Context: an optimization exercise on an open-source flow, tuned for small area. The choices shown serve that exercise and are no tape-out recipe.
RTL that was checked went through simulation tests only; none was proved equivalent to the original.
No functional check of the RTL was part of runs 4 to 6.
No activity file was given, so power comes from the tool's default toggle rates.

## flow/config.mk

```make
export PLATFORM = sky130hd
export DESIGN_NAME = filtro_fir_eq
export DESIGN_NICKNAME = filtro_fir_eq
export VERILOG_FILES = /design/flow/design.v
export SDC_FILE = /design/flow/constraint.sdc
export NUM_CORES = 4
export LEC_CHECK = 0
export CAP_MARGIN = 20
export CORE_MARGIN = 2
export CORE_UTILIZATION = 40
export SLEW_MARGIN = 20
```

## flow/constraint.sdc

```tcl
create_clock -name core_clock -period 10.0 [get_ports {clock}]
set_input_delay 2.0000 -clock core_clock [delete_from_list [all_inputs] [get_ports {clock}]]
set_output_delay 2.0000 -clock core_clock [all_outputs]
set_load 0.01 [all_outputs]
```

## flow/design.v

```verilog
package eq_pkg;
  localparam int SAMPLE_W = 12;
  localparam int COEF_W   = 16;
  localparam int FRAC     = COEF_W - 1;
  localparam int TAPS_DEF = 16;
  localparam int ACC_W    = SAMPLE_W + 5;
endpackage
import eq_pkg::*;
module fir_mac (
  input  logic                       clock,
  input  logic                       i_run,    
  input  logic                       i_hold,   
  input  logic                       i_sh,     
  input  logic                       i_neg,    
  input  logic                       i_rnd,    
  input  logic                       i_cbit,   
  input  logic signed [SAMPLE_W-1:0] i_x,
  output logic        [SAMPLE_W-1:0] o_y
);
  logic signed [ACC_W-1:0] r_acc;
  logic signed [ACC_W-1:0] w_base;
  logic signed [ACC_W-1:0] w_add;
  logic                    w_cin;
  logic                    w_shift;
  logic                    w_ovf;
  logic        [SAMPLE_W-1:0] w_y;
  assign w_shift = i_run ? i_sh : !i_hold;
  assign w_base  = w_shift ? {r_acc[ACC_W-1] & i_run, r_acc[ACC_W-1:1]} : r_acc;
  logic        [SAMPLE_W-1:0] w_xs;
  assign w_xs    = (i_neg ? ~i_x : i_x) & {SAMPLE_W{i_run && i_cbit}};
  assign w_add   = {{(ACC_W-SAMPLE_W){w_xs[SAMPLE_W-1]}}, w_xs};
  assign w_cin   = i_run && ((i_cbit && i_neg) || i_rnd);
  always_ff @(posedge clock)
    r_acc <= w_base + w_add + ACC_W'(w_cin);
  assign w_ovf = (r_acc[ACC_W-1:SAMPLE_W-1] != '0) && (r_acc[ACC_W-1:SAMPLE_W-1] != '1);
  assign w_y = w_ovf ? {r_acc[ACC_W-1], {(SAMPLE_W-1){!r_acc[ACC_W-1]}}}
                     : r_acc[SAMPLE_W-1:0];
  assign o_y = {~w_y[SAMPLE_W-1], w_y[SAMPLE_W-2:0]};
endmodule
import eq_pkg::*;
module filtro_fir_eq #(
  parameter int TAPS = TAPS_DEF
) (
  input  logic                       clock,
  input  logic                       reset,
  input  logic signed [SAMPLE_W-1:0] sample_in,
  input  logic                       sample_valid,
  input  logic                       coef_we,
  input  logic [$clog2(TAPS)-1:0]    coef_addr,
  input  logic signed [COEF_W-1:0]   coef_data,
  output logic [SAMPLE_W-1:0]        dac_out_data,
  output logic                       dac_out_valid,
  input  logic                       dac_out_ready,
  output logic                       busy,
  output logic                       overrun,
  output logic                       coef_err
);
  localparam int NC = TAPS * COEF_W;     
  localparam int NS = TAPS * SAMPLE_W;   
  logic [NC-1:0]       r_cr;       
  logic [NS-1:0]       r_sr;       
  logic [COEF_W-1:0]   r_wb;       
  logic [3:0]          r_wa;       
  logic [7:0]          r_p;        
  logic [3:0]          r_m;        
  logic                r_scrub, r_comp, r_valid, r_clr, r_pend, r_wact;
  logic                r_overrun, r_coef_err;
  logic                w_idle, w_win, w_open, w_take, w_write, w_end;
  logic [7:0]          w_q;
  logic                w_ins;
  logic                w_cin_bit;
  logic                w_dflt;
  logic [SAMPLE_W-1:0] w_x, w_new;
  logic [15:0]         w_tail;
  assign w_idle  = !(r_scrub || r_comp || r_valid || r_clr || r_pend);
  assign w_win   = (r_p == {4'hF, ~r_m});
  assign w_open  = w_idle && w_win;
  assign w_take  = w_open && sample_valid;
  assign w_write = w_open && coef_we;
  assign w_end   = r_comp && w_win;
  assign w_q     = r_p + {4'h0, r_m};
  assign w_tail    = r_cr[NC-1 -: 16];
  assign w_cin_bit = w_tail[4'd15 - r_m];
  assign w_dflt    = (r_p[3:0] == 4'hF) && (r_p[7:4] != 4'hF);
  assign w_ins     = r_wact && (r_p[3:0] == ~r_wa);
  assign w_x   = r_sr[NS-1 -: SAMPLE_W];
  assign w_new = w_take ? sample_in : (r_scrub ? '0 : w_x);
  always_ff @(posedge clock) begin
    r_cr <= {r_cr[NC-2:0], r_scrub ? w_dflt : (w_ins ? r_wb[0] : r_cr[NC-1])};
    r_sr <= {r_sr[NS-SAMPLE_W-1:0], w_new};
    if (!r_pend) begin
      r_wb <= coef_data;
      r_wa <= coef_addr;
    end else if (r_wact && r_p[3:0] == 4'hF) begin
      r_wb <= {1'b0, r_wb[COEF_W-1:1]};
    end
  end
  always_ff @(posedge clock or posedge reset) begin
    if (reset) begin
      r_p        <= '0;
      r_m        <= 4'hF;
      r_scrub    <= 1'b1;
      r_comp     <= 1'b0;
      r_valid    <= 1'b0;
      r_clr      <= 1'b0;
      r_pend     <= 1'b0;
      r_wact     <= 1'b0;
      r_overrun  <= 1'b0;
      r_coef_err <= 1'b0;
    end else begin
      r_p        <= r_p + 8'd1;
      r_overrun  <= sample_valid && !w_open;
      r_coef_err <= coef_we && !w_open;
      if (r_p == 8'hFF) r_scrub <= 1'b0;
      if (w_take) r_comp <= 1'b1;
      if (w_end) begin
        r_comp  <= 1'b0;
        r_valid <= 1'b1;
        r_m     <= r_m - 4'd1;
      end
      if (r_valid && dac_out_ready) begin
        r_valid <= 1'b0;
        r_clr   <= 1'b1;
      end
      if (r_clr && r_p[7:4] == 4'h0) r_clr <= 1'b0;
      if (w_write) r_pend <= 1'b1;
      if (r_p == 8'hFF) begin
        if (r_wact) begin
          r_wact <= 1'b0;
          r_pend <= 1'b0;
        end else if (r_pend || w_write) begin
          r_wact <= 1'b1;
        end
      end
    end
  end
  fir_mac u_mac (
    .clock  (clock),
    .i_run  (r_comp),
    .i_hold (r_valid),
    .i_sh   (w_q[3:0] == 4'h0),
    .i_neg  (w_q[7:4] == 4'hF),
    .i_rnd  (w_q == 8'd224),
    .i_cbit (w_cin_bit),
    .i_x    (w_x),
    .o_y    (dac_out_data)
  );
  assign dac_out_valid = r_valid;
  assign busy          = !w_open && !reset;
  assign overrun       = r_overrun;
  assign coef_err      = r_coef_err;
endmodule
```

## flow/run.sh

```bash
#!/bin/bash
# synth_recipe.tcl (not shown) runs the flow's synth.tcl, then flattens the netlist and writes it again
# the make line also repeats each setting of config.mk as NAME=value (left out here)
make -C /OpenROAD-flow-scripts/flow DESIGN_CONFIG=/design/flow/config.mk WORK_HOME=/design/flow/orfs CLKGATE_MAP_FILE= SYNTH_SCRIPT=/design/flow/synth_recipe.tcl finish
```

==> reports/metrics.yaml, run 1 <==
yosys:
  ys_ff_latch: 505
  synth_area_sq_um: 13000
  synth_edf_count: 20
  postSynthCellCount: 871
  yosysSeqAreaShare: 0.798
  ys.flop_type: "dfxtp_1"
  syn_avg_cell_area_sq_um: 15.0
  ys_warn_count: 2
  async_reset_ff_frac: 0.0396
  postSynthNetCount: 932
  synth_cell_types: 57
die:
  rows: 66
  ios: 53
  initial_core_util: 0.404
  core_area_sq_um: 32300
  die_area_sq_um: 34100
  die_h_um: 185
  die_w_um: 185
global_routing:
  antenna_found_initial: 0
  grt-ovfl-total: 0
  grt_usage: 0.112
  grt_pass1_wl_um: 30600
  grt_max_degree: 21
  grt_pass1_vias: 6209
worst_setup_path:
  startpoint: "reset"
  cp-start-kind: "primary input"
  rrSetupSlack_ns: 5.18
  r2r_start: "r_m[0]"
  crit_fanout: 2
  path_class: "primary input to output pin"
  cp_data_required_time_ns: 8.00
  arrival_ns: 3.08
  critPathCaptureType: "output pin"
power_and_ir_drop:
  p_per_area_nw_per_um2: 248
  power.leakage_nw: 6.41
  max-vdd-ir-drop_v: 0.000134
placement:
  dpl.hpwl_um: 11100
  placed_cell_area_sq_um: 14000
  preCtsSetupSlack_ns: 4.93
  dpl.cell_count: 1346
  routabilityCongestion: 0.798
  io_buffers: 52
layout:
  multiInputGateArea_sq_um: 2490
  nFillCells: 2791
  drive_above_1_share: 0.120
  design_area_sq_um: 15700
  area_growth_pct: 20.0
  nets: 1014
  antenna_cells: 0
  stdcell_count: 1431
  seqCellArea_sq_um: 10400
timing:
  fin_crit_ns: 5.08
  relSlewSlack: 0.380
  fin_crit_sh: 0.508
  setup_viol: 0
  fin_tns_setup_ns: 0
  hold_violations: 0
  grt_setup_unrepaired: "false"
  whs_ns: 0.304
  finalMaxSlewViolations: 0
  clock_skew_ns: 0.0244
  fmax_ghz: 0.197
  setup_slack_ns: 4.92
  tightestPinTransition_ns: 0.929
clocking:
  cts_root_buf: "clkbuf_16"
  cts_setup_buffers: 0
  clkTransAtPathRegs_ns: 0.06
  clk_path_buf_depth: 3
  cts_resized: 0
  clk_latency_ns: 0.55
  cts_sinks: 505
  tritoncts: "built"
  cts_hold_buf: 0
  numCtsBuffers: 47
  h-tree-depth: 2
routing:
  drc_errors: 0
  detailroute.via_count: 6100
  wire_per_inst_um: 12.7
  drt.antenna.violating_nets: 0
  dr.pass1.iters: 4
  vias_per_cell: 4.26
  wl_um: 18200
  drtIter0Drc: 275
min_path:
  hold_class: "flip-flop to flip-flop"
  hp-start: "r_sr[64]"
job:
  maxCapViolCount: 0
outcome:
  status: "no timing/DRC/antenna violations"
==> per-stage QoR <==
step,util,total power (W)
global placement,0.434,0.00210
floorplan,-,0.00208
global route,0.485,0.00402
detailed placement,0.434,0.00210
finish,0.485,0.00388
CTS,0.485,0.00393
==> power by group <==
part / switching (W) / total, W / internal [W]
Sequential: 0.00000128 / 0.00203 / 0.00203
Combinational: 0.00000595 / 0.0000223 / 0.0000163
Clock: 0.000719 / 0.00182 / 0.00110
==> per-layer routing <==
metal / track usage / vias up / wire length, um
li1: - / 3105 / -
met1: 0.151 / 2886 / 9100
met5: 0 / - / 0
met3: 0.0275 / 26 / 684
met2: 0.177 / 83 / 8030
met4: 0.0410 / 0 / 364
==> cells in the mapped netlist (all sizes together) (2+ instances only) <==
cell type / count / area share
or3: 11 / 0.0053
fa: 3 / 0.0046
o22ai: 2 / 0.00096
dfstp: 5 / 0.010
xnor2: 19 / 0.013
nor3: 9 / 0.0035
and3: 2 / 0.00096
inv: 10 / 0.0029
mux2i: 6 / 0.0046
nand3b: 16 / 0.0092
a21o: 20 / 0.012
clkbuf: 9 / 0.0026
edfxtp: 20 / 0.046
o2111ai: 2 / 0.0013
and2: 2 / 0.00096
nor2: 16 / 0.0048
nor2b: 10 / 0.0048
a211oi: 4 / 0.0027
nand3: 6 / 0.0023
o21bai: 3 / 0.0026
xor2: 11 / 0.0074
dfxtp: 465 / 0.71
a211o: 2 / 0.0013
nand2b: 2 / 0.00096
o211ai: 2 / 0.0012
ha: 21 / 0.020
a21boi: 2 / 0.0012
nor4: 7 / 0.0038
nand4: 6 / 0.0029
o22a: 2 / 0.0014
buf: 10 / 0.0052
a21oi: 29 / 0.011
mux4: 4 / 0.0069
o21ai: 25 / 0.0099
o21a: 6 / 0.0035
mux2: 32 / 0.028
dfrtp: 15 / 0.029
a31oi: 3 / 0.0014
nand2: 46 / 0.013
==> registers in the layout, summed over array words and instances (netlist names) <==
name and flops:
r_wb 16, r_wact 1, r_m 4, r_sr 192
u_mac.r_acc 17, r_clr 1, r_cr 256, r_scrub 1
r_coef_err 1, r_valid 1, r_comp 1, r_overrun 1
r_wa 4, r_p 8, r_pend 1
==> layout make-up <==
type                       count  share of cell area
multi-input combinational    337               0.159
timing repair buffer          52              0.0332
clock buffer                  65              0.0885
clock inverter                20              0.0163
inverter                      10             0.00240
tap                          442              0.0353
sequential                   505               0.665
==> kinds of logic after synthesis <==
kind of cell,Yosys count,synth area share
flip-flops,505,0.798
AND/OR/NAND/NOR,135,0.0538
AO/OA/AOI/OAI,106,0.0530
multiplexers,42,0.0391
XOR/XNOR,30,0.0201
buffers and inverters,29,0.0106
adder cells (fa/ha/maj),24,0.0247
==> path summary, 6_finish.rpt <==
check | end | depth (start not counted)
setup / recovery | busy | 3
hold / removal | r_sr[76] | 0
setup reg to reg | u_mac.r_acc[16] | 14
hold reg to reg | r_sr[76] | 0
max in group asynchronous | r_p[6] | 2
min in group asynchronous | r_coef_err | 2
==> worst max-delay path, cell delays in order <==
cell	delay, ns
clkdlybuf4s50_1	0.42
nor2_1	0.12
clkdlybuf4s50_1	0.54
==> layout by cell type (no fill, tap or decap), drive strengths merged, types with 4 or more instances in the layout <==
cell type	n
ha	21
inv	15
a21oi	29
edfxtp	20
nor4	7
dfxtp	465
nand3b	16
clkinv	9
or3	11
clkdlybuf4s50	52
a211oi	4
clkbuf	65
o21a	6
xnor2	19
nor3	9
dfstp	5
nor2b	10
mux2i	6
xor2	11
nand3	6
nand2	46
bufinv	5
nand4	6
mux4	4
a21o	20
o21ai	25
mux2	32
nor2	16
dfrtp	15
==> run 2, diff against run 1 <==
--- a/flow/config.mk
+++ b/flow/config.mk
@@ -9,3 +9,4 @@
 export CORE_MARGIN = 2
 export CORE_UTILIZATION = 40
+export CTS_BUF_LIST = sky130_fd_sc_hd__clkbuf_4
 export SLEW_MARGIN = 20
==> run 2 against run 1 <==
Still clean. Synthesized cell count stayed put. First-iteration DRC count down 20%. Register-to-register slack got worse by 0.02 ns. Critical path type unchanged. Largest cell class unchanged.
==> reports/metrics.yaml, run 2 <==
yosys:
  synth_area_sq_um: 13000
  syn_avg_cell_area_sq_um: 15.0
  ys_ff_latch: 505
  synth_top_area_frac: 0.714
  postSynthNetCount: 932
  yosysSeqAreaShare: 0.798
  async_reset_ff_frac: 0.0396
  ys.flop_type: "dfxtp_1"
  postSynthCellCount: 871
  yosysTopAreaCell: "dfxtp_1"
  synth_edf_count: 20
  synth.most_common_cell: "dfxtp_1"
  ys_warn_count: 2
  synth_cell_types: 57
  synthTopCellsByArea: "dfxtp_1 71%, edfxtp_1 4.6%, dfrtp_1 2.9%"
  synthTopCellsByCount: "465 x dfxtp_1, 46 x nand2_1, 29 x a21oi_1, 24 x mux2_2, 23 x o21ai_0"
worst_setup_path:
  crit_fanout: 2
  rrSetupSlack_ns: 5.16
  cp_data_required_time_ns: 8.00
  r2r-end: "u_mac.r_acc[16]"
  critPathCaptureType: "output pin"
  r2r_cells: 14
  arrival_ns: 3.08
  path_class: "primary input to output pin"
  cp-start-kind: "primary input"
  r2r_start: "r_m[0]"
clocking:
  tritoncts: "built"
  cts_hold_buf: 0
  clk_latency_ns: 0.70
  cts_setup_buffers: 0
  cts_resized: 0
  clk_path_buf_depth: 3
  clkTransAtPathRegs_ns: 0.06
  numCtsBuffers: 117
  h-tree-depth: 3
  cts_sinks: 505
  cts_root_buf: "clkbuf_4"
timing:
  finalMaxSlewViolations: 0
  fmax_ghz: 0.197
  fin_crit_ns: 5.08
  hold_violations: 0
  fin_tns_setup_ns: 0
  fin_crit_sh: 0.508
  whs_ns: 0.303
  relSlewSlack: 0.383
  grt_setup_unrepaired: "false"
  clock_skew_ns: 0.0321
  tightestPinTransition_ns: 0.924
  setup_viol: 0
die:
  core_area_sq_um: 32300
  ios: 53
  die_h_um: 185
  die_w_um: 185
  initial_core_util: 0.404
  rows: 66
  die_area_sq_um: 34100
layout:
  max_flop_register: "r_cr"
  design_area_sq_um: 15500
  fin_util: 0.479
  reg_top3: "r_cr x256, r_sr x192, u_mac.r_acc x17"
  final_common_cell: "dfxtp_1"
  largest_reg_flops: 256
  layout_common_cells: "465 x dfxtp_1, 171 x clkbuf_4, 52 x clkdlybuf4s50_1"
  nets: 1084
  nFillCells: 2886
  drive_above_1_share: 0.200
  area_growth_pct: 18.5
routing:
  drc_errors: 0
  vias_per_cell: 4.23
  detailroute.via_count: 6536
  drtIter0Drc: 219
  dr.pass1.iters: 4
  drt.antenna.violating_nets: 0
  wl_um: 18400
  wire_per_inst_um: 11.9
global_routing:
  antenna_found_initial: 1
  grt_pass1_vias: 6746
  grt_usage: 0.115
  grt_max_degree: 21
  grt-ovfl-total: 0
  grt_pass1_wl_um: 31200
power_and_ir_drop:
  power_frac_clock: 0.424
  p_sw_w: 0.000716
  seq_power_share: 0.569
  p_per_area_nw_per_um2: 231
  switching_share: 0.201
  max-vdd-ir-drop_v: 0.000132
  comb_power_share: 0.006
  p_total_w: 0.00357
  power.leakage_nw: 6.45
  intPower_w: 0.00285
job:
  maxCapViolCount: 0
placement:
  placed_cell_area_sq_um: 14000
  io_buffers: 52
  routabilityCongestion: 0.798
  dpl.hpwl_um: 11100
outcome:
  status: "no timing/DRC/antenna violations"
min_path:
  hold_class: "flip-flop to flip-flop"
  holdPathEnd: "r_sr[181]"
  hp-start: "r_sr[169]"
  whs_path_depth: 0
[run 2: cell counts after synthesis]
No cell type changed its count.
[run 2: worst max-delay path by stage]
stage | start | endpoint | slack, ns | cells after the start
floorplan | r_p[0] | u_mac.r_acc[16] | 5.73 | 17
finish | reset | busy | 4.92 | 3
detailed placement | reset | busy | 4.93 | 3
CTS | u_mac.r_acc[16] | dac_out_data[6] | 4.63 | 5
global route | r_m[0] | u_mac.r_acc[16] | 4.77 | 14
global placement | reset | busy | 4.93 | 3
[run 2: worst max-delay path, stage by stage]
cell,delay (ns)
clkdlybuf4s50_1,0.42
nor2_1,0.12
clkdlybuf4s50_1,0.54
[run 2: final cells by class]
| cell class | count | area (sq um) | area share |
|---|---|---|---|
| Antenna cell | 1 | 2.50 | 0.000162 |
| Clock buffer | 171 | 1280 | 0.0831 |
| Clock inverter | 28 | 154 | 0.00996 |
| Inverter | 10 | 37.5 | 0.00243 |
| Multi-Input combinational cell | 337 | 2490 | 0.161 |
| Sequential cell | 505 | 10400 | 0.674 |
| Tap cell | 442 | 553 | 0.0358 |
| Timing Repair Buffer | 52 | 520 | 0.0337 |
[run 2: cell families after synthesis]
logic type | after synthesis | synth area share
xor gates and xnor gates | 30 | 0.0201
muxes | 42 | 0.0391
adders and majority gates | 24 | 0.0247
DFF | 505 | 0.798
buffers and inverters | 29 | 0.0106
AOI/OAI and AO/OA | 106 | 0.0530
and+or+nand+nor | 135 | 0.0538
[run 2: power by group through the flow]
stage	Clock [W]	Combinational, W	Sequential [W]
3_5_place_dp	0	0.0000226	0.00208
5_1_grt	0.00169	0.0000242	0.00203
6_report	0.00151	0.0000223	0.00203
4_1_cts	0.00159	0.0000228	0.00203
2_1_floorplan	0	0.00000527	0.00208
3_3_place_gp	0	0.0000224	0.00208
[run 2: through the flow]
step,std cells,setup slack [ns]
after detailed placement,1346,4.93
after CTS,1545,4.63
after global routing,1546,4.77
final,1546,4.92
after global placement,1346,4.93
after floorplan,871,5.73
[run 2: per-layer routing]
metal	vias up	track usage	share of wire
li1	3324	-	-
met1	3067	0.143	0.49
met2	114	0.176	0.45
met3	31	0.0415	0.049
met4	0	0.0579	0.017
met5	-	0	0
==> run 3, diff against run 2 <==
--- a/flow/config.mk
+++ b/flow/config.mk
@@ -8,5 +8,6 @@
 export CAP_MARGIN = 20
 export CORE_MARGIN = 2
-export CORE_UTILIZATION = 40
-export CTS_BUF_LIST = sky130_fd_sc_hd__clkbuf_4
+export CORE_UTILIZATION = 60
+export CTS_BUF_LIST = sky130_fd_sc_hd__clkbuf_2
+export CTS_CLUSTER_SIZE = 20
 export SLEW_MARGIN = 20
==> run 3 against run 2 <==
Sequential power is essentially flat. Via count shrank 0.17%. Clock skew up 0.021 ns. Hold slack worse by 0.020 ns. Critical endpoint unchanged. Die area fell by 33%. Synthesized cell count stayed put. Clock power shrank 21%. Total power fell by 8.9%. Maximum frequency shrank 3.1%. Still clean on timing, DRC and antenna. Final cell count down 11%. Global-route usage is 5.9 points higher.
==> reports/metrics.yaml, run 3 <==
yosys:
  ys.flop_type: "dfxtp_1"
  synth_cell_types: 57
  ys_ff_latch: 505
  synthTopCellsByArea: "dfxtp_1 71%, edfxtp_1 4.6%, dfrtp_1 2.9%"
  async_reset_ff_frac: 0.0396
  synth_top_area_frac: 0.714
  postSynthNetCount: 932
  synth.most_common_cell: "dfxtp_1"
  yosysTopAreaCell: "dfxtp_1"
  postSynthCellCount: 871
  synth_area_sq_um: 13000
  synth_edf_count: 20
  synthTopCellsByCount: "465 x dfxtp_1, 46 x nand2_1, 29 x a21oi_1, 24 x mux2_2, 23 x o21ai_0"
  yosysSeqAreaShare: 0.798
  ys_warn_count: 2
  syn_avg_cell_area_sq_um: 15.0
timing:
  setup_viol: 0
  clock_skew_ns: 0.0529
  grt_setup_unrepaired: "false"
  fin_crit_ns: 5.24
  fmax_ghz: 0.191
  fin_crit_sh: 0.524
  tightestPinTransition_ns: 0.887
  hold_violations: 0
  fin_tns_setup_ns: 0
  relSlewSlack: 0.408
  finalMaxSlewViolations: 0
routing:
  detailroute.via_count: 6525
  drt.antenna.violating_nets: 0
  vias_per_cell: 4.77
  drc_errors: 0
  wire_per_inst_um: 13.6
  wl_um: 18700
  dr.pass1.iters: 4
  drtIter0Drc: 201
worst_setup_path:
  critPathCaptureType: "output pin"
  r2r-end: "u_mac.r_acc[16]"
  cp_data_required_time_ns: 8.00
  crit_fanout: 2
  cp-start-kind: "primary input"
  cp-endpoint: "busy"
  r2r_cells: 15
  r2r_start: "r_m[1]"
  path_class: "primary input to output pin"
  rrSetupSlack_ns: 5.15
  startpoint: "reset"
  arrival_ns: 3.24
placement:
  dpl.hpwl_um: 11500
  placed_cell_area_sq_um: 13800
  routabilityCongestion: 0.872
  io_buffers: 52
die:
  die_area_sq_um: 22900
  die_w_um: 151
  ios: 53
  die_h_um: 151
  rows: 53
  core_area_sq_um: 21200
  initial_core_util: 0.617
clocking:
  clk_path_buf_depth: 3
  numCtsBuffers: 108
  clkTransAtPathRegs_ns: 0.11
  cts_hold_buf: 0
  h-tree-depth: 3
  clk_latency_ns: 0.89
  cts_sinks: 505
  cts_root_buf: "clkbuf_2"
  cts_resized: 0
  cts_setup_buffers: 0
  tritoncts: "built"
layout:
  drive_above_1_share: 0.204
  area_growth_pct: 13.6
  max_flop_register: "r_cr"
  reg_top3: "r_cr x256, r_sr x192, u_mac.r_acc x17"
  nFillCells: 1488
  multiInputGateArea_sq_um: 2490
  final_common_cell: "dfxtp_1"
  seqCellArea_sq_um: 10400
  design_area_sq_um: 14800
  nets: 1076
  largest_reg_flops: 256
  layout_common_cells: "465 x dfxtp_1, 170 x clkbuf_2, 52 x clkdlybuf4s50_1"
global_routing:
  grt_usage: 0.174
  grt_max_degree: 21
  grt_pass1_wl_um: 31500
  grt_pass1_vias: 6834
  antenna_found_initial: 1
  grt-ovfl-total: 0
power_and_ir_drop:
  power.leakage_nw: 6.38
  p_per_area_nw_per_um2: 219
  max-vdd-ir-drop_v: 0.000162
outcome:
  status: "no timing/DRC/antenna violations"
job:
  maxCapViolCount: 0
min_path:
  hold_class: "flip-flop to flip-flop"
## run 3: metrics by stage
stage	hold WS [ns]	power [W]	setup WS, ns	cells	utilization
floorplan	0.310	0.00208	5.73	871	-
detailed placement	0.312	0.00210	4.75	1180	0.653
global placement	0.310	0.00210	4.73	1180	0.653
finish	0.283	0.00325	4.76	1369	0.700
global route	0.275	0.00341	4.67	1369	0.700
CTS	0.271	0.00330	4.74	1368	0.700
## run 3: power breakdown
group          switching, W  internal, W
registers        0.00000144      0.00203
clock network      0.000714     0.000482
logic            0.00000641    0.0000164
total              0.000722      0.00253
## run 3: worst min path at each step
stage,cells after the start,from,end,slack [ns]
finish,0,r_sr[120],r_sr[132],0.28
CTS,0,r_cr[175],r_cr[176],0.27
floorplan,0,r_cr[99],r_cr[100],0.31
global placement,0,r_sr[140],r_sr[152],0.31
global route,0,r_cr[145],r_cr[146],0.28
detailed placement,0,r_cr[31],r_cr[32],0.31
## run 3: critical path, cell delays in order
cell	delay (ns)
clkdlybuf4s50_1	0.46
nor2_1	0.20
clkdlybuf4s50_1	0.58
## run 3: logic make-up after synthesis
group | after synthesis | synth area share
DFF | 505 | 0.798
and+or+nand+nor | 135 | 0.0538
AOI/OAI and AO/OA | 106 | 0.0530
muxes | 42 | 0.0391
xor gates and xnor gates | 30 | 0.0201
buffers and inverters | 29 | 0.0106
adders and majority gates | 24 | 0.0247
## run 3: area by class of cell
class                           count  area share
Antenna cell                        1    0.000169
Clock buffer                      170      0.0574
Clock inverter                     18     0.00971
Inverter                           10     0.00253
Multi-Input combinational cell    337       0.168
Sequential cell                   505       0.703
Tap cell                          275      0.0232
Timing Repair Buffer               53      0.0356
## run 3: routing by layer
metal	wire [um]	track usage	vias to the layer above
li1	-	-	3292
met1	9080	0.228	3078
met2	8360	0.265	118
met3	837	0.0533	37
met4	408	0.0832	0
met5	0	0	-
==> run 4, diff against run 3 <==
--- a/flow/design.v
+++ b/flow/design.v
@@ -87,11 +87,9 @@
   assign w_new = w_take ? sample_in : (r_scrub ? '0 : w_x);
   always_ff @(posedge clock) begin
-    r_cr <= {r_cr[NC-2:0], r_scrub ? w_dflt : (w_ins ? r_wb[0] : r_cr[NC-1])};
+    r_cr <= {r_cr[NC-2:0], r_scrub ? w_dflt : (w_ins ? r_wb[r_p[7:4]] : r_cr[NC-1])};
     r_sr <= {r_sr[NS-SAMPLE_W-1:0], w_new};
     if (!r_pend) begin
       r_wb <= coef_data;
       r_wa <= coef_addr;
-    end else if (r_wact && r_p[3:0] == 4'hF) begin
-      r_wb <= {1'b0, r_wb[COEF_W-1:1]};
     end
   end
==> flow/flow/run.sh (new file) <==
#!/bin/bash
# Standard ORFS flow (the standard.sh) with smaller port buffers and a
# clock tree without dummy loads. ORFS writes each step's log under orfs/logs.
set -e
bash standard.sh BUFFER_PORTS_ARGS="-inputs -outputs -buffer_cell sky130_fd_sc_hd__buf_1" \
  CTS_ARGS="-sink_clustering_enable -repair_clock_nets -buf_list sky130_fd_sc_hd__clkbuf_8 -sink_clustering_size 20 -sink_clustering_max_diameter 50 -dont_use_dummy_load" \
  finish > standard.log 2>&1
==> flow/standard.sh (new file) <==
#!/bin/bash
# synth_recipe.tcl (not shown) runs the flow's synth.tcl, then flattens the netlist and writes it again
# the make line also repeats each setting of config.mk as NAME=value (left out here)
make -C /OpenROAD-flow-scripts/flow DESIGN_CONFIG=/design/flow/config.mk WORK_HOME=/design/flow/orfs CLKGATE_MAP_FILE= SYNTH_SCRIPT=/design/flow/synth_recipe.tcl "${@:-finish}"
--- a/flow/config.mk
+++ b/flow/config.mk
@@ -9,5 +9,3 @@
 export CORE_MARGIN = 2
 export CORE_UTILIZATION = 60
-export CTS_BUF_LIST = sky130_fd_sc_hd__clkbuf_2
-export CTS_CLUSTER_SIZE = 20
 export SLEW_MARGIN = 20
removed: flow/run.sh
==> run 4 against run 3 <==
Flip-flop and latch count unchanged. Final cell count down 15%. Register-to-register slack about the same. Global-route usage down 1.3 points. Wire length down 9.2%. Non-clock buffer count stayed put. Worst setup slack better by 0.38 ns. Total power down 11%. Utilization shrank 4.6 points. Clock skew increased by 0.014 ns. First-iteration DRC count is 18% higher. Synthesized area decreased by 2.3%. Critical endpoint is now u_mac.r_acc[14]. Largest cell class unchanged. Largest power group unchanged. Highest routed layer unchanged.
==> reports/metrics.yaml, run 4 <==
routing:
  drc_errors: 0
  drtIter0Drc: 238
  vias_per_cell: 4.84
  drt.antenna.violating_nets: 0
  dr.pass1.iters: 4
  wl_um: 17000
  wire_per_inst_um: 14.5
  detailroute.via_count: 5649
timing:
  relSlewSlack: 0.447
  finalMaxSlewViolations: 0
  hold_violations: 0
  setup_viol: 0
  whs_ns: 0.275
  tightestPinTransition_ns: 0.823
  fin_crit_ns: 4.86
  clock_skew_ns: 0.0668
  fin_tns_setup_ns: 0
  fmax_ghz: 0.206
  fin_crit_sh: 0.486
  grt_setup_unrepaired: "false"
yosys:
  synth_cell_types: 51
  synth.most_common_cell: "dfxtp_1"
  syn_avg_cell_area_sq_um: 15.6
  synthTopCellsByArea: "dfxtp_1 73%, edfxtp_1 4.7%, dfrtp_1 2.9%"
  synth_area_sq_um: 12700
  synthTopCellsByCount: "465 x dfxtp_1, 38 x nand2_1, 24 x nor2_1, 23 x xnor2_1, 21 x ha_1"
  ys_warn_count: 2
  ys.flop_type: "dfxtp_1"
  async_reset_ff_frac: 0.0396
  synth_edf_count: 20
  synth_top_area_frac: 0.730
  yosysSeqAreaShare: 0.817
  ys_ff_latch: 505
  yosysTopAreaCell: "dfxtp_1"
  postSynthCellCount: 818
  postSynthNetCount: 879
power_and_ir_drop:
  max-vdd-ir-drop_v: 0.000157
  p_per_area_nw_per_um2: 212
  power.leakage_nw: 5.71
global_routing:
  grt_usage: 0.160
  grt-ovfl-total: 0
  antenna_found_initial: 0
  grt_pass1_vias: 5876
  grt_max_degree: 21
  grt_pass1_wl_um: 28600
clocking:
  cts_resized: 0
  clkTransAtPathRegs_ns: 0.10
  cts_setup_buffers: 0
  cts_hold_buf: 0
  cts_root_buf: "clkbuf_8"
  h-tree-depth: 2
  cts_sinks: 505
  numCtsBuffers: 35
  clk_path_buf_depth: 3
  clk_latency_ns: 0.55
  tritoncts: "built"
worst_setup_path:
  cp_data_required_time_ns: 10.43
  path_cells: "ha_1 > fa_1 > a21o_1 > a21oi_2 > nor3b_1 > o21ai_2 > xnor2_1 > nand3_1 > fa_1 > fa_1 > nand2b_1 > a21oi_1 > o21ba_1 > o21ai_1 > and2_1 > o21ai_1 > xor2_1"
  r2r_start: "r_p[0]"
  path_class: "flip-flop to flip-flop"
  critPathCaptureType: "flip-flop"
  cp_slowest_cell: "o21ai_2"
  startpoint: "r_p[0]"
  rrSetupSlack_ns: 5.14
  cp-endpoint: "u_mac.r_acc[14]"
  cp-start-kind: "flip-flop"
  critical_path.most_common_cell: "fa_1"
  max_stage_delay_ns: 0.61
  r2r_cells: 17
  crit_fanout: 12
  arrival_ns: 5.29
  r2r-end: "u_mac.r_acc[14]"
die:
  rows: 53
  ios: 53
  die_w_um: 150
  die_h_um: 150
  core_area_sq_um: 21000
  die_area_sq_um: 22400
  initial_core_util: 0.608
placement:
  routabilityCongestion: 0.857
  dpl.hpwl_um: 10500
  io_buffers: 52
layout:
  reg_top3: "r_cr x256, r_sr x192, u_mac.r_acc x17"
  multiInputGateArea_sq_um: 2210
  seqCellArea_sq_um: 10400
  nets: 955
  drive_above_1_share: 0.0684
  layout_common_cells: "465 x dfxtp_1, 52 x buf_1, 38 x nand2_1"
  final_common_cell: "dfxtp_1"
  largest_reg_flops: 256
  antenna_cells: 0
  nFillCells: 1565
  max_flop_register: "r_cr"
  area_growth_pct: 7.55
job:
  maxCapViolCount: 0
outcome:
  status: "no timing/DRC/antenna violations"
min_path:
  hold_class: "flip-flop to flip-flop"
run 4: cell types whose count changed after synthesis, moves of 5 or more:
cell / change
mux2_2: -18
a21oi_1: -13
o21ai_0: -12
nor2_1: +9
xor2_1: +9
nand2_1: -8
or3_1: -8
nor3_1: -7
o21ai_1: +7
mux4_2: +5
nand3b_1: -5
nor2b_1: -5
run 4: cell type report:
type                            instances  share of cell area
Sequential cell                       505               0.760
Multi-Input combinational cell        285               0.161
Clock buffer                           35              0.0351
Tap cell                              275              0.0251
Timing Repair Buffer                   53              0.0148
Inverter                               14             0.00383
run 4: layer usage:
layer  track usage  part of all wire
met5             0                 0
met1         0.230              0.51
met4        0.0571             0.025
met2         0.242              0.43
met3        0.0375             0.042
run 4: critical path, delay by kind of cell, from the launching register on:
kind                     cells  cell delay, ns
AO/OA/AOI/OAI                7            1.82
XOR/XNOR                     2            0.37
adder cells (fa/ha/maj)      4            1.57
flip-flops                   1            0.43
AND/OR/NAND/NOR              4            0.59
run 4: worst min-delay path by stage:
stage	cells after the start	to	slack, ns	start
floorplan	0	r_cr[100]	0.31	r_cr[99]
global placement	0	r_sr[180]	0.31	r_sr[168]
detailed placement	0	r_cr[120]	0.31	r_cr[119]
CTS	0	r_cr[1]	0.26	r_cr[0]
global route	0	r_cr[1]	0.27	r_cr[0]
finish	0	r_cr[1]	0.28	r_cr[0]
run 4: cell families (layout without fill, tap and decap cells):
| family | Yosys count | in the layout | share of synthesized area |
|---|---|---|---|
| multiplexers | 32 | 32 | 0.0358 |
| flip-flops | 505 | 505 | 0.817 |
| AND/OR/NAND/NOR | 112 | 112 | 0.0450 |
| AO/OA/AOI/OAI | 74 | 74 | 0.0376 |
| adder cells (fa/ha/maj) | 24 | 24 | 0.0253 |
| buffers and inverters | 28 | 102 | 0.00933 |
| XOR/XNOR | 43 | 43 | 0.0296 |
run 4: metrics by stage:
step	cell area [sq um]	total power, W	worst slack, ns	instances	utilization
finish	13700	0.00290	5.14	1167	0.654
global route	13700	0.00302	4.77	1167	0.654
CTS	13700	0.00294	5.00	1167	0.654
detailed placement	13200	0.00209	5.20	1132	0.631
global placement	13200	0.00209	5.36	1132	0.631
floorplan	12700	0.00208	5.77	818	-
run 4: power by group:
part	internal (W)	switching, W
logic	0.00000589	0.00000607
clock network	0.000317	0.000542
registers	0.00203	0.00000238
total	0.00235	0.000550
==> run 5, diff against run 4 <==
==> flow/flow/run.sh (replaced) <==
#!/bin/bash
# Standard ORFS flow (the standard.sh) with smaller port buffers and a
# clock tree without dummy loads. ORFS writes each step's log under orfs/logs.
set -e
bash standard.sh BUFFER_PORTS_ARGS="-inputs -outputs -buffer_cell sky130_fd_sc_hd__buf_1" \
  CTS_ARGS="-sink_clustering_enable -repair_clock_nets -buf_list sky130_fd_sc_hd__clkbuf_4 -sink_clustering_size 10 -sink_clustering_max_diameter 40 -dont_use_dummy_load" \
  finish > standard.log 2>&1
==> run 5 against run 4 <==
Still clean on timing, DRC and antenna. Final cell count grew 2.1%. Flip-flop and latch count unchanged. Global-route usage grew 0.23 points. Critical path depth up 1. Largest power group unchanged. Largest cell class unchanged. Non-clock buffer count did not move.
==> reports/metrics.yaml, run 5 <==
outcome:
  status: "no timing/DRC/antenna violations"
yosys:
  synth_cell_types: 51
  postSynthNetCount: 879
  postSynthCellCount: 818
  synth.most_common_cell: "dfxtp_1"
  ys.flop_type: "dfxtp_1"
  ys_warn_count: 2
  synthTopCellsByCount: "465 x dfxtp_1, 38 x nand2_1, 24 x nor2_1, 23 x xnor2_1, 21 x ha_1"
  synth-compound-area-share: 0.0376
  muxShareOfSynthArea: 0.0358
  synth_area_sq_um: 12700
  synth_top_area_frac: 0.730
  synth_top_family_by_area: "simple AND/OR/NAND/NOR gates"
  syn_avg_cell_area_sq_um: 15.6
  async_reset_ff_frac: 0.0396
  synth_edf_count: 20
  yosysTopAreaCell: "dfxtp_1"
  synthXorXnorAreaFrac: 0.0296
  yosysSeqAreaShare: 0.817
  ys_ff_latch: 505
  yosys.area_share.simple: 0.0450
  synthTopCellsByArea: "dfxtp_1 73%, edfxtp_1 4.7%, dfrtp_1 2.9%"
  synth_fa_ha_area_frac: 0.0253
clocking:
  clk_latency_ns: 0.68
  cts_sinks: 505
  cts_root_buf: "clkbuf_4"
  cts_setup_buffers: 0
  tritoncts: "built"
  cts_resized: 0
  cts_hold_buf: 0
  numCtsBuffers: 58
  h-tree-depth: 2
  clkTransAtPathRegs_ns: 0.11
  clk_path_buf_depth: 3
placement:
  placed_cell_area_sq_um: 13200
  routabilityCongestion: 0.857
  dpl.hpwl_um: 10500
  io_buffers: 52
routing:
  drtIter0Drc: 219
  drt.antenna.violating_nets: 0
  wire_per_inst_um: 14.3
  drc_errors: 0
  wl_um: 17000
  vias_per_cell: 4.84
  detailroute.via_count: 5765
  dr.pass1.iters: 4
worst_setup_path:
  cp_data_required_time_ns: 10.56
  critPathCaptureType: "flip-flop"
  arrival_ns: 5.45
  path_class: "flip-flop to flip-flop"
  rrSetupSlack_ns: 5.11
  cp-start-kind: "flip-flop"
  crit_fanout: 12
die:
  core_area_sq_um: 21000
  ios: 53
  rows: 53
  die_h_um: 150
  initial_core_util: 0.608
  die_area_sq_um: 22400
  die_w_um: 150
layout:
  nFillCells: 1586
  area_growth_pct: 7.21
  multiInputGateArea_sq_um: 2210
  seqCellArea_sq_um: 10400
  layout_common_cells: "465 x dfxtp_1, 58 x clkbuf_4, 52 x buf_1"
  final_common_cell: "dfxtp_1"
  max_flop_register: "r_cr"
  nets: 978
  drive_above_1_share: 0.0918
  fin_util: 0.652
  design_area_sq_um: 13700
  largest_reg_flops: 256
  reg_top3: "r_cr x256, r_sr x192, u_mac.r_acc x17"
global_routing:
  grt_pass1_wl_um: 29100
  grt_pass1_vias: 6071
  grt-ovfl-total: 0
  grt_usage: 0.163
  antenna_found_initial: 1
  grt_max_degree: 21
power_and_ir_drop:
  switching_share: 0.194
  intPower_w: 0.00230
  comb_power_share: 0.004
  max-vdd-ir-drop_v: 0.000132
  seq_power_share: 0.712
  p_sw_w: 0.000553
  p_per_area_nw_per_um2: 209
  power_frac_clock: 0.284
  power.leakage_nw: 5.73
timing:
  fmax_ghz: 0.204
  finalMaxSlewViolations: 0
  fin_crit_sh: 0.489
  clock_skew_ns: 0.0929
  hold_violations: 0
  relSlewSlack: 0.449
  setup_viol: 0
  tightestPinTransition_ns: 0.821
  fin_crit_ns: 4.89
  fin_tns_setup_ns: 0
  grt_setup_unrepaired: "false"
job:
  maxCapViolCount: 0
min_path:
  hold_class: "flip-flop to flip-flop"
## run 5: cell types whose count changed in the layout (fill, tap and decap cells not counted)
cell / previous run / this run
clkbuf_8: 35 / 0
diode_2: 0 / 1
clkbuf_4: 0 / 58
## run 5: final timing paths
path	from	end	depth (start not counted)
max in group asynchronous	reset	r_p[6]	2
worst max-delay path	r_m[0]	u_mac.r_acc[14]	18
worst max register to register	r_m[0]	u_mac.r_acc[14]	18
worst min register to register	r_sr[120]	r_sr[132]	0
worst min-delay path	r_sr[120]	r_sr[132]	0
min in group asynchronous	reset	r_p[0]	2
## run 5: routing by layer
metal	up-vias	share of wire	GRT usage
li1	2884	-	-
met1	2725	0.50	0.230
met2	115	0.43	0.243
met3	41	0.046	0.0415
met4	0	0.023	0.0632
met5	-	0	0
## run 5: power groups by stage
stage               Clock (W)  Sequential (W)  Combinational, W
finish               0.000811         0.00203         0.0000120
detailed placement          0         0.00208         0.0000120
global placement            0         0.00208         0.0000117
global route         0.000944         0.00204         0.0000136
CTS                  0.000854         0.00203         0.0000122
floorplan                   0         0.00208        0.00000434
## run 5: worst max-delay path: stages, from the launching register on
cell,delay (ns)
dfstp_2,0.67
ha_1,0.25
fa_1,0.23
a21o_1,0.16
a21oi_2,0.10
or4b_1,0.54
o211ai_2,0.11
o21ai_2,0.24
xnor2_1,0.22
nand3_1,0.12
fa_1,0.49
fa_1,0.41
nand2b_1,0.18
a21oi_1,0.24
o21ba_1,0.20
o21ai_1,0.09
and2_1,0.18
o21ai_1,0.20
xor2_1,0.18
## run 5: cells by family after synthesis
family / after synthesis
XOR/XNOR: 43
buffers and inverters: 28
AND/OR/NAND/NOR: 112
adder cells (fa/ha/maj): 24
AO/OA/AOI/OAI: 74
flip-flops: 505
multiplexers: 32
## run 5: per-stage QoR
step | hold WS (ns) | cells | total power [W] | setup WS, ns
after global routing | 0.297 | 1191 | 0.00299 | 4.72
after CTS | 0.297 | 1190 | 0.00290 | 4.85
after floorplan | 0.310 | 818 | 0.00208 | 5.77
after global placement | 0.310 | 1132 | 0.00209 | 5.36
final | 0.290 | 1191 | 0.00286 | 5.11
after detailed placement | 0.312 | 1132 | 0.00209 | 5.20
## run 5: layout make-up
| cell class | instances | area share |
|---|---|---|
| diodes | 1 | 0.000183 |
| multi-input cells | 285 | 0.162 |
| inverters | 14 | 0.00385 |
| repair buffers | 53 | 0.0148 |
| well taps | 275 | 0.0252 |
| flip-flops and latches | 505 | 0.762 |
| clock buffers | 58 | 0.0319 |
==> run 6, diff against run 5 <==
==> flow/flow/run.sh (replaced) <==
#!/bin/bash
# Standard ORFS flow (the standard.sh) with smaller port buffers, a
# clock tree without dummy loads and power recovery (downsizing) after
# global routing. ORFS writes each step's log under orfs/logs.
set -e
bash standard.sh BUFFER_PORTS_ARGS="-inputs -outputs -buffer_cell sky130_fd_sc_hd__buf_1" \
  CTS_ARGS="-sink_clustering_enable -repair_clock_nets -buf_list sky130_fd_sc_hd__clkbuf_4 -sink_clustering_size 10 -sink_clustering_max_diameter 40 -dont_use_dummy_load" \
  RECOVER_POWER=100 finish > standard.log 2>&1
==> run 6 against run 5 <==
Now fails the layout checks on capacitance limit, slew limit. Die area did not move. Count of clock-buffer cells in the layout unchanged. Via count down 0.45%. Worst setup slack lost 1.2 ns. Design area shrank 0.17%. Critical endpoint unchanged. Non-clock buffer count unchanged.
==> reports/metrics.yaml, run 6 <==
outcome:
  status: "complete, but fails checks"
  so_faults: "capacitance limit, slew limit"
timing:
  grt_setup_unrepaired: "false"
  fin_tns_setup_ns: 0
  whs_ns: 0.294
  fmax_ghz: 0.164
  relSlewSlack: -0.334
  setup_slack_ns: 3.91
  clock_skew_ns: 0.0881
  fin_crit_ns: 6.09
  finalMaxSlewViolations: 13
  hold_violations: 0
  tightestPinTransition_ns: 1.98
  setup_viol: 0
  fin_crit_sh: 0.609
placement:
  io_buffers: 52
  preCtsSetupSlack_ns: 5.20
  dpl.hpwl_um: 10500
  routabilityCongestion: 0.857
layout:
  reg_top3: "r_cr x256, r_sr x192, u_mac.r_acc x17"
  multiInputGateArea_sq_um: 2190
  area_growth_pct: 7.03
  seqCellArea_sq_um: 10400
  fin_util: 0.651
  nets: 978
  nFillCells: 1591
  final_common_cell: "dfxtp_1"
  max_flop_register: "r_cr"
  drive_above_1_share: 0.0885
  largest_reg_flops: 256
  layout_common_cells: "465 x dfxtp_1, 58 x clkbuf_4, 52 x buf_1"
yosys:
  synth_edf_count: 20
  synth.most_common_cell: "dfxtp_1"
  ys.flop_type: "dfxtp_1"
  synthTopCellsByCount: "465 x dfxtp_1, 38 x nand2_1, 24 x nor2_1, 23 x xnor2_1, 21 x ha_1"
  syn_avg_cell_area_sq_um: 15.6
  ys_warn_count: 2
  synth_cell_types: 51
  ys_ff_latch: 505
  yosysTopAreaCell: "dfxtp_1"
  postSynthCellCount: 818
  async_reset_ff_frac: 0.0396
  synth_top_area_frac: 0.730
  yosysSeqAreaShare: 0.817
  postSynthNetCount: 879
  synthTopCellsByArea: "dfxtp_1 73%, edfxtp_1 4.7%, dfrtp_1 2.9%"
  synth_area_sq_um: 12700
global_routing:
  grt-ovfl-total: 0
  antenna_found_initial: 1
  grt_pass1_vias: 6071
  grt_usage: 0.163
  grt_pass1_wl_um: 29100
  grt_max_degree: 21
clocking:
  h-tree-depth: 2
  cts_resized: 0
  clk_path_buf_depth: 3
  cts_sinks: 505
  cts_setup_buffers: 0
  clk_latency_ns: 0.68
  cts_hold_buf: 0
  tritoncts: "built"
  numCtsBuffers: 58
  clkTransAtPathRegs_ns: 0.11
  cts_root_buf: "clkbuf_4"
min_path:
  hold_class: "flip-flop to flip-flop"
job:
  maxCapViolCount: 1
worst_setup_path:
  cp-start-kind: "flip-flop"
  path_class: "flip-flop to flip-flop"
  arrival_ns: 6.64
  cp_data_required_time_ns: 10.56
  crit_fanout: 12
  critPathCaptureType: "flip-flop"
routing:
  wl_um: 17000
  vias_per_cell: 4.82
  drtIter0Drc: 227
  wire_per_inst_um: 14.2
  drt.antenna.violating_nets: 0
  drc_errors: 0
  detailroute.via_count: 5739
  dr.pass1.iters: 4
power_and_ir_drop:
  power.leakage_nw: 5.72
  p_per_area_nw_per_um2: 209
  max-vdd-ir-drop_v: 0.000132
die:
  core_area_sq_um: 21000
  ios: 53
  rows: 53
  initial_core_util: 0.608
  die_h_um: 150
  die_area_sq_um: 22400
  die_w_um: 150
==> run 6: cell counts after synthesis <==
No cell type changed its count.
==> run 6: worst paths after layout <==
check | startpoint | to | slack [ns] | cells past startpoint
max | r_p[0] | u_mac.r_acc[14] | 3.91 | 17
min | r_sr[120] | r_sr[132] | 0.29 | 0
max reg2reg | r_p[0] | u_mac.r_acc[14] | 3.91 | 17
min reg2reg | r_sr[120] | r_sr[132] | 0.29 | 0
max in group asynchronous | reset | r_p[6] | 7.96 | 2
min in group asynchronous | reset | r_p[0] | 1.49 | 2
==> run 6: layer usage <==
| metal | share of wire | up-vias | GRT usage |
|---|---|---|---|
| met3 | 0.045 | 33 | 0.0415 |
| met2 | 0.43 | 105 | 0.243 |
| met4 | 0.020 | 0 | 0.0632 |
| li1 | - | 2886 | - |
| met5 | 0 | - | 0 |
| met1 | 0.50 | 2715 | 0.230 |
==> run 6: area by class of cell <==
cell class	count	area share
diodes	1	0.000183
clock buffers	58	0.0319
inverters	14	0.00385
multi-input cells	285	0.160
flip-flops and latches	505	0.764
well taps	275	0.0252
repair buffers	53	0.0149
==> run 6: critical path: stages (launching register included) <==
cell	delay, ns
dfrtp_1	0.45
ha_1	0.26
fa_1	0.41
a21o_1	0.21
a21oi_1	0.41
nor3b_1	0.10
o21ai_0	1.51
xnor2_1	0.22
nand3_1	0.14
fa_1	0.49
fa_1	0.41
nand2b_1	0.18
a21oi_1	0.24
o21ba_1	0.19
o21ai_0	0.12
and2_0	0.20
o21ai_0	0.27
xor2_1	0.19
==> run 6: per-stage QoR <==
stage | total power [W] | std cells | instance area [sq um]
after global placement | 0.00209 | 1132 | 13200
after global routing | 0.00299 | 1191 | 13600
after CTS | 0.00290 | 1190 | 13700
after detailed placement | 0.00209 | 1132 | 13200
final | 0.00286 | 1191 | 13600
after floorplan | 0.00208 | 818 | 12700
==> run 6: power by group <==
| group | switching [W] | total, W | internal, W | leakage (nW) |
|---|---|---|---|---|
| Combinational | 0.00000605 | 0.0000119 | 0.00000588 | 1.26 |
| Clock | 0.000545 | 0.000812 | 0.000267 | 0.267 |
| Sequential | 0.00000235 | 0.00203 | 0.00203 | 4.19 |
==> run 6: cell families (layout without fill, tap and decap cells) <==
kind of cell | count (synthesis) | after routing | synth area share
AND/OR/NAND/NOR | 112 | 112 | 0.0450
buffers and inverters | 28 | 125 | 0.00933
AO/OA/AOI/OAI | 74 | 74 | 0.0376
other | 0 | 1 | 0
XOR/XNOR | 43 | 43 | 0.0296
multiplexers | 32 | 32 | 0.0358
flip-flops | 505 | 505 | 0.817
adder cells (fa/ha/maj) | 24 | 24 | 0.0253
==> run 7, diff against run 6 <==
--- a/flow/design.v
+++ b/flow/design.v
@@ -31,6 +31,13 @@
   assign w_add   = {{(ACC_W-SAMPLE_W){w_xs[SAMPLE_W-1]}}, w_xs};
   assign w_cin   = i_run && ((i_cbit && i_neg) || i_rnd);
+  logic [ACC_W:0]   w_c;
+  logic [ACC_W-1:0] w_sum;
+  assign w_c[0] = w_cin;
+  for (genvar i = 0; i < ACC_W; i++) begin : g_fa
+    assign w_sum[i]  = w_base[i] ^ w_add[i] ^ w_c[i];
+    assign w_c[i+1]  = (w_base[i] & w_add[i]) | (w_c[i] & (w_base[i] ^ w_add[i]));
+  end
   always_ff @(posedge clock)
-    r_acc <= w_base + w_add + ACC_W'(w_cin);
+    r_acc <= w_sum;
   assign w_ovf = (r_acc[ACC_W-1:SAMPLE_W-1] != '0) && (r_acc[ACC_W-1:SAMPLE_W-1] != '1);
   assign w_y = w_ovf ? {r_acc[ACC_W-1], {(SAMPLE_W-1){!r_acc[ACC_W-1]}}}
==> flow/flow/run.sh (replaced) <==
#!/bin/bash
# Standard ORFS flow (the standard.sh) with smaller port buffers and a
# clock tree without dummy loads. ORFS writes each step's log under orfs/logs.
set -e
bash standard.sh BUFFER_PORTS_ARGS="-inputs -outputs -buffer_cell sky130_fd_sc_hd__buf_1" \
  CTS_ARGS="-sink_clustering_enable -repair_clock_nets -buf_list {sky130_fd_sc_hd__clkbuf_2 sky130_fd_sc_hd__clkbuf_4 sky130_fd_sc_hd__clkbuf_8} -sink_clustering_size 12 -sink_clustering_max_diameter 35 -dont_use_dummy_load" \
  finish > standard.log 2>&1
==> run 7 against run 6 <==
The run now finishes clean. Critical path depth is 11 higher. Final cell count decreased by 6.3%. Hold slack worse by 0.031 ns. Design area is 0.52% lower. Global-route usage is 0.42 points lower. Flip-flop and latch count stayed put. Critical path type unchanged. Critical endpoint is now u_mac.r_acc[16]. Highest routed layer unchanged.
==> reports/metrics.yaml, run 7 <==
layout:
  reg_top3: "r_cr x256, r_sr x192, u_mac.r_acc x17"
  layout_common_cells: "465 x dfxtp_1, 52 x clkbuf_8, 52 x buf_1"
  largest_reg_flops: 256
  final_common_cell: "dfxtp_1"
  nets: 908
  max_flop_register: "r_cr"
  antenna_cells: 0
  drive_above_1_share: 0.100
  area_growth_pct: 9.68
worst_setup_path:
  cp-start-kind: "flip-flop"
  path_class: "flip-flop to flip-flop"
  cp_slowest_cell: "a311o_1"
  max_stage_delay_ns: 0.69
  rrSetupSlack_ns: 1.41
  cp_data_required_time_ns: 10.40
  arrival_ns: 8.99
  crit_fanout: 12
  r2r_cells: 28
  critPathCaptureType: "flip-flop"
  critical_path.most_common_cell: "fa_1"
clocking:
  tritoncts: "built"
  cts_root_buf: "clkbuf_8"
  h-tree-depth: 2
  cts_setup_buffers: 0
  numCtsBuffers: 52
  cts_resized: 0
  cts_hold_buf: 0
  clkTransAtPathRegs_ns: 0.07
  clk_latency_ns: 0.57
  cts_sinks: 505
  clk_path_buf_depth: 3
die:
  initial_core_util: 0.611
  die_w_um: 148
  die_h_um: 148
  die_area_sq_um: 21800
  rows: 52
  ios: 53
  core_area_sq_um: 20200
timing:
  fin_crit_ns: 8.59
  relSlewSlack: 0.444
  fmax_ghz: 0.116
  fin_tns_setup_ns: 0
  clock_skew_ns: 0.0736
  tightestPinTransition_ns: 0.834
  fin_crit_sh: 0.859
  hold_violations: 0
  finalMaxSlewViolations: 0
  grt_setup_unrepaired: "false"
  setup_viol: 0
yosys:
  yosysTopAreaCell: "dfxtp_1"
  yosysSeqAreaShare: 0.842
  synthTopCellsByCount: "465 x dfxtp_1, 37 x nand2_1, 27 x nor2_1, 24 x xor2_1, 20 x edfxtp_1"
  postSynthNetCount: 814
  async_reset_ff_frac: 0.0396
  synth_edf_count: 20
  ys_warn_count: 2
  syn_avg_cell_area_sq_um: 16.4
  ys_ff_latch: 505
  synth.most_common_cell: "dfxtp_1"
  synth_top_area_frac: 0.753
  synthTopCellsByArea: "dfxtp_1 75%, edfxtp_1 4.9%, dfrtp_1 3.0%"
  synth_cell_types: 41
  postSynthCellCount: 754
  ys.flop_type: "dfxtp_1"
  synth_area_sq_um: 12400
routing:
  vias_per_cell: 4.69
  drt.antenna.violating_nets: 0
  detailroute.via_count: 5237
  dr.pass1.iters: 4
  wl_um: 16000
  wire_per_inst_um: 14.4
  drtIter0Drc: 155
  drc_errors: 0
global_routing:
  grt-ovfl-total: 0
  grt_pass1_wl_um: 27700
  antenna_found_initial: 0
  grt_pass1_vias: 5571
  grt_usage: 0.158
  grt_max_degree: 21
power_and_ir_drop:
  power.leakage_nw: 5.52
  p_total_w: 0.00307
  p_per_area_nw_per_um2: 227
  max-vdd-ir-drop_v: 0.000142
min_path:
  hold_class: "flip-flop to flip-flop"
  whs_path_depth: 0
outcome:
  status: "no timing/DRC/antenna violations"
placement:
  io_buffers: 52
  routabilityCongestion: 0.793
  dpl.hpwl_um: 9910
job:
  maxCapViolCount: 0
==> run 7: layout make-up <==
cell class	count	area (sq um)
timing repair buffer	54	210
tap	270	338
multi-input combinational	221	1840
clock buffer	52	716
fill	1424	6670
inverter	14	52.6
sequential	505	10400
==> run 7: worst paths after layout <==
kind                       startpoint         endpoint
max in group asynchronous       reset           r_p[0]
hold reg to reg             r_sr[130]        r_sr[142]
setup reg to reg               r_m[0]  u_mac.r_acc[16]
setup / recovery               r_m[0]  u_mac.r_acc[16]
min in group asynchronous       reset           r_p[1]
hold / removal              r_sr[130]        r_sr[142]
==> run 7: per-layer routing <==
layer	track usage	wire, um
met1	0.230	7960
met2	0.230	6940
met3	0.0423	801
met4	0.0625	327
met5	0	0
==> run 7: cells by family (layout without fill, tap and decap cells) <==
family          Yosys count  in the layout  synth area share
simple gates            103            103            0.0395
fa+ha+maj                23             23            0.0336
flops                   505            505             0.842
xor+xnor                 32             32            0.0227
compound gates           35             35            0.0193
mux                      28             28            0.0333
buf+inv                  28            120           0.00961
==> run 7: critical path, delay by kind of cell (launching register included) <==
family          cells  cell delay, ns
compound gates      2            0.79
xor+xnor            4            0.66
fa+ha+maj          18            5.80
buf+inv             1            0.08
flops               1            0.64
simple gates        3            0.50
==> run 7: per-stage QoR <==
| step | std cells | hold slack (ns) | utilization | setup slack (ns) | instance area (sq um) |
|---|---|---|---|---|---|
| 5_1_grt | 1116 | 0.252 | 0.671 | 0.836 | 13600 |
| 6_report | 1116 | 0.263 | 0.671 | 1.41 | 13600 |
| 4_1_cts | 1116 | 0.256 | 0.671 | 1.37 | 13600 |
| 3_3_place_gp | 1064 | 0.310 | 0.635 | 1.65 | 12900 |
| 3_5_place_dp | 1064 | 0.312 | 0.635 | 1.38 | 12900 |
| 2_1_floorplan | 754 | 0.310 | - | 2.22 | 12400 |
==> run 7: where the power goes <==
group          internal [W]   total, W  switching, W
registers           0.00203    0.00203    0.00000220
clock network      0.000461    0.00103      0.000567
logic            0.00000592  0.0000116    0.00000573
==> run 8, diff against run 7 <==
==> flow/flow/run.sh (replaced) <==
#!/bin/bash
# Standard ORFS flow (the standard.sh) with smaller port buffers and a
# clock tree without dummy loads. ORFS writes each step's log under orfs/logs.
set -e
bash standard.sh BUFFER_PORTS_ARGS="-inputs -outputs -buffer_cell sky130_fd_sc_hd__buf_1" \
  CTS_ARGS="-sink_clustering_enable -repair_clock_nets -buf_list sky130_fd_sc_hd__clkbuf_2 -sink_clustering_size 7 -sink_clustering_max_diameter 30 -dont_use_dummy_load" \
  finish > standard.log 2>&1
==> run 8 against run 7 <==
Synthesized area unchanged. Clock power down 22%. Hold slack worse by 0.024 ns. Flip-flop and latch count unchanged. Wire length up 2.4%. Via count up 2.5%. Sequential power about the same. Non-clock buffer count unchanged. Maximum frequency down 1.5%. Design area down 2.1%. Count of clock-buffer cells in the layout up 34. Total power down 7.3%. Critical path type unchanged. Largest power group unchanged. Highest routed layer unchanged.
==> reports/metrics.yaml, run 8 <==
yosys:
  async_reset_ff_frac: 0.0396
  yosysTopAreaCell: "dfxtp_1"
  syn_avg_cell_area_sq_um: 16.4
  synth_area_sq_um: 12400
  postSynthNetCount: 814
  yosysSeqAreaShare: 0.842
  synth_cell_types: 41
  ys.flop_type: "dfxtp_1"
  synth_top_area_frac: 0.753
  synth.most_common_cell: "dfxtp_1"
  postSynthCellCount: 754
  synth_edf_count: 20
  ys_ff_latch: 505
  ys_warn_count: 2
  synthTopCellsByArea: "dfxtp_1 75%, edfxtp_1 4.9%, dfrtp_1 3.0%"
  synthTopCellsByCount: "465 x dfxtp_1, 37 x nand2_1, 27 x nor2_1, 24 x xor2_1, 20 x edfxtp_1"
timing:
  relSlewSlack: 0.444
  setup_viol: 0
  grt_setup_unrepaired: "false"
  finalMaxSlewViolations: 0
  clock_skew_ns: 0.153
  fin_crit_sh: 0.872
  hold_violations: 0
  fin_crit_ns: 8.72
  fin_tns_setup_ns: 0
  fmax_ghz: 0.115
  tightestPinTransition_ns: 0.833
worst_setup_path:
  critPathCaptureType: "flip-flop"
  crit_fanout: 12
  arrival_ns: 9.29
  max_stage_delay_ns: 0.68
  cp-start-kind: "flip-flop"
  cp_slowest_cell: "a311o_1"
  cp_data_required_time_ns: 10.57
  path_class: "flip-flop to flip-flop"
  critical_path.most_common_cell: "fa_1"
die:
  core_area_sq_um: 20200
  die_w_um: 148
  die_area_sq_um: 21800
  initial_core_util: 0.611
  rows: 52
  die_h_um: 148
  ios: 53
placement:
  io_buffers: 52
  dpl.hpwl_um: 9910
  routabilityCongestion: 0.793
global_routing:
  grt_pass1_vias: 5897
  grt-ovfl-total: 0
  antenna_found_initial: 1
  grt_max_degree: 21
  grt_usage: 0.164
  grt_pass1_wl_um: 28400
clocking:
  cts_setup_buffers: 0
  h-tree-depth: 3
  tritoncts: "built"
  numCtsBuffers: 86
  clk_path_buf_depth: 3
  clk_latency_ns: 0.83
  cts_sinks: 505
  cts_hold_buf: 0
  cts_resized: 0
  cts_root_buf: "clkbuf_2"
  clkTransAtPathRegs_ns: 0.12
power_and_ir_drop:
  p_sw_w: 0.000588
  p_total_w: 0.00285
  comb_power_share: 0.004
  max-vdd-ir-drop_v: 0.000126
  switching_share: 0.206
  seq_power_share: 0.714
  power_frac_clock: 0.282
  p_per_area_nw_per_um2: 214
  power.leakage_nw: 5.50
  intPower_w: 0.00226
routing:
  m1WireLength_um: 8080
  drc_errors: 0
  wire_per_inst_um: 14.3
  route.top_layer_used: "met4"
  drtIter0Drc: 160
  wl_met3_um: 848
  wl_um: 16400
  vias_per_cell: 4.66
  route.met2.wl_um: 7240
  drt.antenna.violating_nets: 0
  detailroute.via_count: 5367
  dr.pass1.iters: 4
outcome:
  status: "no timing/DRC/antenna violations"
layout:
  reg_top3: "r_cr x256, r_sr x192, u_mac.r_acc x17"
  area_growth_pct: 7.39
  final_common_cell: "dfxtp_1"
  max_flop_register: "r_cr"
  layout_common_cells: "465 x dfxtp_1, 86 x clkbuf_2, 52 x buf_1"
  drive_above_1_share: 0.135
  fin_util: 0.657
  nets: 942
  largest_reg_flops: 256
job:
  maxCapViolCount: 0
min_path:
  hold_class: "flip-flop to flip-flop"
==> run 8: cell type report <==
type | count | area (sq um)
repair buffers | 54 | 210
flip-flops and latches | 505 | 10400
clock buffers | 86 | 430
fillers | 1471 | 6950
multi-input cells | 221 | 1840
well taps | 270 | 338
inverters | 14 | 52.6
diodes | 1 | 2.50
==> run 8: cells by family (layout without fill, tap and decap cells) <==
family	count (synthesis)	in the layout	share of synthesized area
AOI/OAI and AO/OA	35	35	0.0193
and+or+nand+nor	103	103	0.0395
muxes	28	28	0.0333
xor gates and xnor gates	32	32	0.0227
other	0	1	0
buffers and inverters	28	154	0.00961
DFF	505	505	0.842
adders and majority gates	23	23	0.0336
==> run 8: stage by stage <==
| stage | hold slack (ns) | setup slack (ns) | cell area [sq um] | instances |
|---|---|---|---|---|
| after floorplan | 0.310 | 2.22 | 12400 | 754 |
| after global placement | 0.310 | 1.65 | 12900 | 1064 |
| after detailed placement | 0.312 | 1.38 | 12900 | 1064 |
| after CTS | 0.237 | 1.26 | 13300 | 1150 |
| after global routing | 0.197 | 0.736 | 13300 | 1151 |
| final | 0.239 | 1.28 | 13300 | 1151 |
==> run 8: path summary, 6_finish.rpt <==
check                      slack (ns)  depth (start not counted)              end  startpoint
max                              1.28                         28  u_mac.r_acc[16]      r_m[0]
min                              0.24                          0        r_cr[242]   r_cr[241]
max reg2reg                      1.28                         28  u_mac.r_acc[16]      r_m[0]
min reg2reg                      0.24                          0        r_cr[242]   r_cr[241]
max in group asynchronous        8.04                          2            r_clr       reset
min in group asynchronous        1.36                          2           r_p[1]       reset
==> run 8: worst max-delay path, delay by kind of cell, from the launching register on <==
kind | cells | cell delay [ns]
XOR/XNOR | 4 | 0.66
flip-flops | 1 | 0.67
AND/OR/NAND/NOR | 3 | 0.52
AO/OA/AOI/OAI | 2 | 0.78
adder cells (fa/ha/maj) | 18 | 5.80
buffers and inverters | 1 | 0.08
==> run 8: power by group through the flow <==
stage,clock [W],sequential [W],combinational (W)
after CTS,0.000853,0.00203,0.0000119
final,0.000803,0.00203,0.0000118
after floorplan,0,0.00208,0.00000436
after global routing,0.000942,0.00204,0.0000132
after detailed placement,0,0.00208,0.0000119
after global placement,0,0.00208,0.0000116
==> run 8: metal layers <==
layer | up-vias | GRT usage
met5 | - | 0
met4 | 0 | 0.0726
met3 | 22 | 0.0571
met2 | 111 | 0.237
met1 | 2549 | 0.228
li1 | 2685 | -

[static timing again, ports no longer ideal]
In the flow no input, the clock included, has a driving cell. The finished layouts below were timed again as built, in two steps.
Step 1 sets driving cells, clkbuf_16 on the clock port and buf_2 on the other inputs (assumed; they add their load-dependent delay and slew).
Step 2 also shifts input and output timing later by t, the mid clock arrival at the registers, as if the neighbouring blocks saw the same clock.
Three values: no drivers, after step 1, after step 2; two values: the first two.
| run | shift t [ns] | setup WS [ns] | clock arrival spread, ns | pins driven straight from the clock port |
|---|---|---|---|---|
| run 1 | 0.579 | 4.922 / 4.900 / 4.900 | 0.031 / 0.031 | 1 |
| run 2 | 0.726 | 4.922 / 4.899 / 4.899 | 0.041 / 0.040 | 1 |
| run 3 | 0.905 | 4.758 / 4.729 / 4.729 | 0.069 / 0.069 | 1 |
| run 4 | 0.556 | 5.138 / 5.138 / 5.138 | 0.079 / 0.079 | 1 |
| run 5 | 0.675 | 5.110 / 5.110 / 5.110 | 0.093 / 0.093 | 1 |
| run 6 | 0.674 | 3.915 / 3.915 / 3.915 | 0.088 / 0.088 | 1 |
| run 7 | 0.569 | 1.407 / 1.407 / 1.407 | 0.086 / 0.087 | 1 |
| run 8 | 0.796 | 1.276 / 1.276 / 1.276 | 0.153 / 0.153 | 1 |
The setup slack of run 3, which loses most, moves by -0.029 ns with the drivers and by -0.029 ns with both steps.
